This design comes from an exercise in tuning for small area on the open sky130 flow, not from production work. In this exercise RTL edits were held to simulation tests only and were not proved equivalent to the original.

==> flow/design.v <==
module wb_mult_top
(
    input  logic        clk,
    input  logic        rst,
    input  logic        wb_cyc_i,
    input  logic        wb_stb_i,
    input  logic        wb_we_i,
    input  logic [1:0]  wb_adr_i,
    input  logic [31:0] wb_dat_i,
    output logic [31:0] wb_dat_o,
    output logic        wb_ack_o
);
    localparam logic [2:0] IDLE = 3'b000;
    localparam logic [2:0] S1   = 3'b100;
    localparam logic [2:0] S2   = 3'b101;
    localparam logic [2:0] S3   = 3'b110;
    localparam logic [2:0] S4   = 3'b111;
    localparam logic [2:0] DONE = 3'b001;
    logic [2:0]  state;
    logic        ack_q;
    logic [31:0] op;
    logic [15:0] p_hi;       
    logic [15:0] p_lo;       
    logic [1:0]  bc_one;     
    logic [1:0]  bc_two;
    logic [1:0]  bc_neg;
    logic        busy;
    logic        req;
    logic        op_wr;
    logic        accept;
    logic        start;
    logic [4:0]  w_next;
    logic [17:0] r0;
    logic [17:0] r1;
    logic [19:0] s_row;
    logic [19:0] c_row;
    logic [19:0] sum;
    assign busy   = state[2] & ~(state[1] & state[0]);
    assign req    = wb_cyc_i & wb_stb_i;
    assign op_wr  = req & wb_we_i & (wb_adr_i == 2'd0);
    assign accept = req & ~ack_q & ~(op_wr & busy);
    assign start  = accept & op_wr;
    always_ff @(posedge clk) begin
        if (rst) begin
            state <= IDLE;
            ack_q <= 1'b0;
        end else begin
            ack_q <= accept;
            if (start) begin
                state <= S1;
            end else begin
                case (state)
                    S1:      state <= S2;
                    S2:      state <= S3;
                    S3:      state <= S4;
                    S4:      state <= DONE;
                    default: state <= state;
                endcase
            end
        end
    end
    always_ff @(posedge clk) begin
        if (start) begin
            op <= wb_dat_i;
        end
    end
    always_comb begin
        if (start) begin
            w_next = {wb_dat_i[20:17], 1'b0};
        end else begin
            case (state[1:0])
                2'd0:    w_next = op[24:20];
                2'd1:    w_next = op[28:24];
                default: w_next = {1'b0, op[31:28]};
            endcase
        end
    end
    always_ff @(posedge clk) begin
        for (int k = 0; k < 2; k++) begin
            bc_one[k] <= w_next[2*k+1] ^ w_next[2*k];
            bc_two[k] <= (w_next[2*k+2] & ~w_next[2*k+1] & ~w_next[2*k])
                       | (~w_next[2*k+2] & w_next[2*k+1] & w_next[2*k]);
            bc_neg[k] <= w_next[2*k+2];
        end
    end
    assign r0 = (({18{bc_one[0]}} & {2'b00, op[15:0]}) | ({18{bc_two[0]}} & {1'b0, op[15:0], 1'b0}))
              ^ {18{bc_neg[0]}};
    assign r1 = (({18{bc_one[1]}} & {2'b00, op[15:0]}) | ({18{bc_two[1]}} & {1'b0, op[15:0], 1'b0}))
              ^ {18{bc_neg[1]}};
    always_comb begin
        s_row = '0;
        c_row = '0;
        s_row[1:0] = p_hi[1:0];
        c_row[1:0] = r0[1:0];
        c_row[2]   = bc_neg[1];
        for (int i = 2; i <= 15; i++) begin
            s_row[i]   = p_hi[i] ^ r0[i] ^ r1[i-2];
            c_row[i+1] = (p_hi[i] & r0[i]) | (p_hi[i] & r1[i-2]) | (r0[i] & r1[i-2]);
        end
        s_row[16] = p_hi[15] ^ r0[16] ^ r1[14];
        c_row[17] = (p_hi[15] & r0[16]) | (p_hi[15] & r1[14]) | (r0[16] & r1[14]);
        s_row[17] = ~p_hi[15] ^ ~r0[17] ^ r1[15];
        c_row[18] = (~p_hi[15] & ~r0[17]) | (~p_hi[15] & r1[15]) | (~r0[17] & r1[15]);
        s_row[18] = ~r1[16];
        s_row[19] = ~r1[17];
        c_row[19] = r1[16];
    end
    assign sum = s_row + c_row + {19'd0, bc_neg[0]};
    always_ff @(posedge clk) begin
        if (start) begin
            p_hi <= {1'b0, wb_dat_i[15:1] & {15{wb_dat_i[16]}}};
        end else if (state[2]) begin
            p_hi <= sum[19:4];
        end
        if (state[2]) begin
            p_lo <= {sum[3:0], p_lo[15:4]};
        end
    end
    always_comb begin
        case (wb_adr_i)
            2'd0:    wb_dat_o = op;
            2'd1:    wb_dat_o = (state == DONE) ? {p_hi[14:0], p_lo, op[0] & op[16]} : 32'd0;
            2'd2:    wb_dat_o = {30'd0, state == DONE, state[2] & (state[1] | state[0])};
            default: wb_dat_o = 32'd0;
        endcase
    end
    assign wb_ack_o = ack_q;
endmodule
clock: 3.5 ns
lec_check: 0
cap_margin: 20
core_margin: 2
core_utilization: 80
cts_buf_list: sky130_fd_sc_hd__clkbuf_8
place_density: 0.8
slew_margin: 20
standard.sh (not shown) runs the stock make flow with config.mk's settings and CLKGATE_MAP_FILE= SYNTH_SCRIPT=/design/flow/synth_recipe.tcl, a recipe that flattens the netlist after the stock synthesis.
==> flow/flow/run.sh <==
#!/bin/bash
# The standard layout, with the smallest buffer (buf_1) on every port
# instead of the one buffer_ports picks by default.
set -euo pipefail
export BUFFER_PORTS_ARGS="-buffer_cell sky130_fd_sc_hd__buf_1"
bash standard.sh > standard_flow.log 2>&1
The first run failed in global routing (5_1_grt).
Change:
--- a/flow/config.mk
+++ b/flow/config.mk
@@ -8,6 +8,6 @@
 export CAP_MARGIN = 20
 export CORE_MARGIN = 2
-export CORE_UTILIZATION = 80
+export CORE_UTILIZATION = 65
 export CTS_BUF_LIST = sky130_fd_sc_hd__clkbuf_8
-export PLACE_DENSITY = 0.8
+export PLACE_DENSITY = 0.75
 export SLEW_MARGIN = 20
- The new run ran to the end with no violations
- area after synthesis does not change
- synthesized cell count stays the same

## what the ideal ports hide
How much do the figures lean on ideal ports? The routed layout below was timed once more, with nothing changed but the port constraints.
Step 1: set_driving_cell puts a clkbuf_16 on clk and a buf_2 on each other input, an assumption about the parent block.
Step 2 times the ports against the registers' clock, not the clock port: input delays grow and output delays shrink by t, the midpoint of the rising clock arrivals with the driver on.
Slacks: ideal / step 1 / step 2; pairs: ideal / step 1.
run: the second run
t, ns: 0.389
setup slack, ns: 0.099 / 0.099 / 0.099
slew at the worst register clock pin (ns): 0.08 / 0.08
After both steps setup and hold are still met in the second run. The setup slack of the second run moves by 0.000 ns with the drivers and by 0.000 ns with both steps.
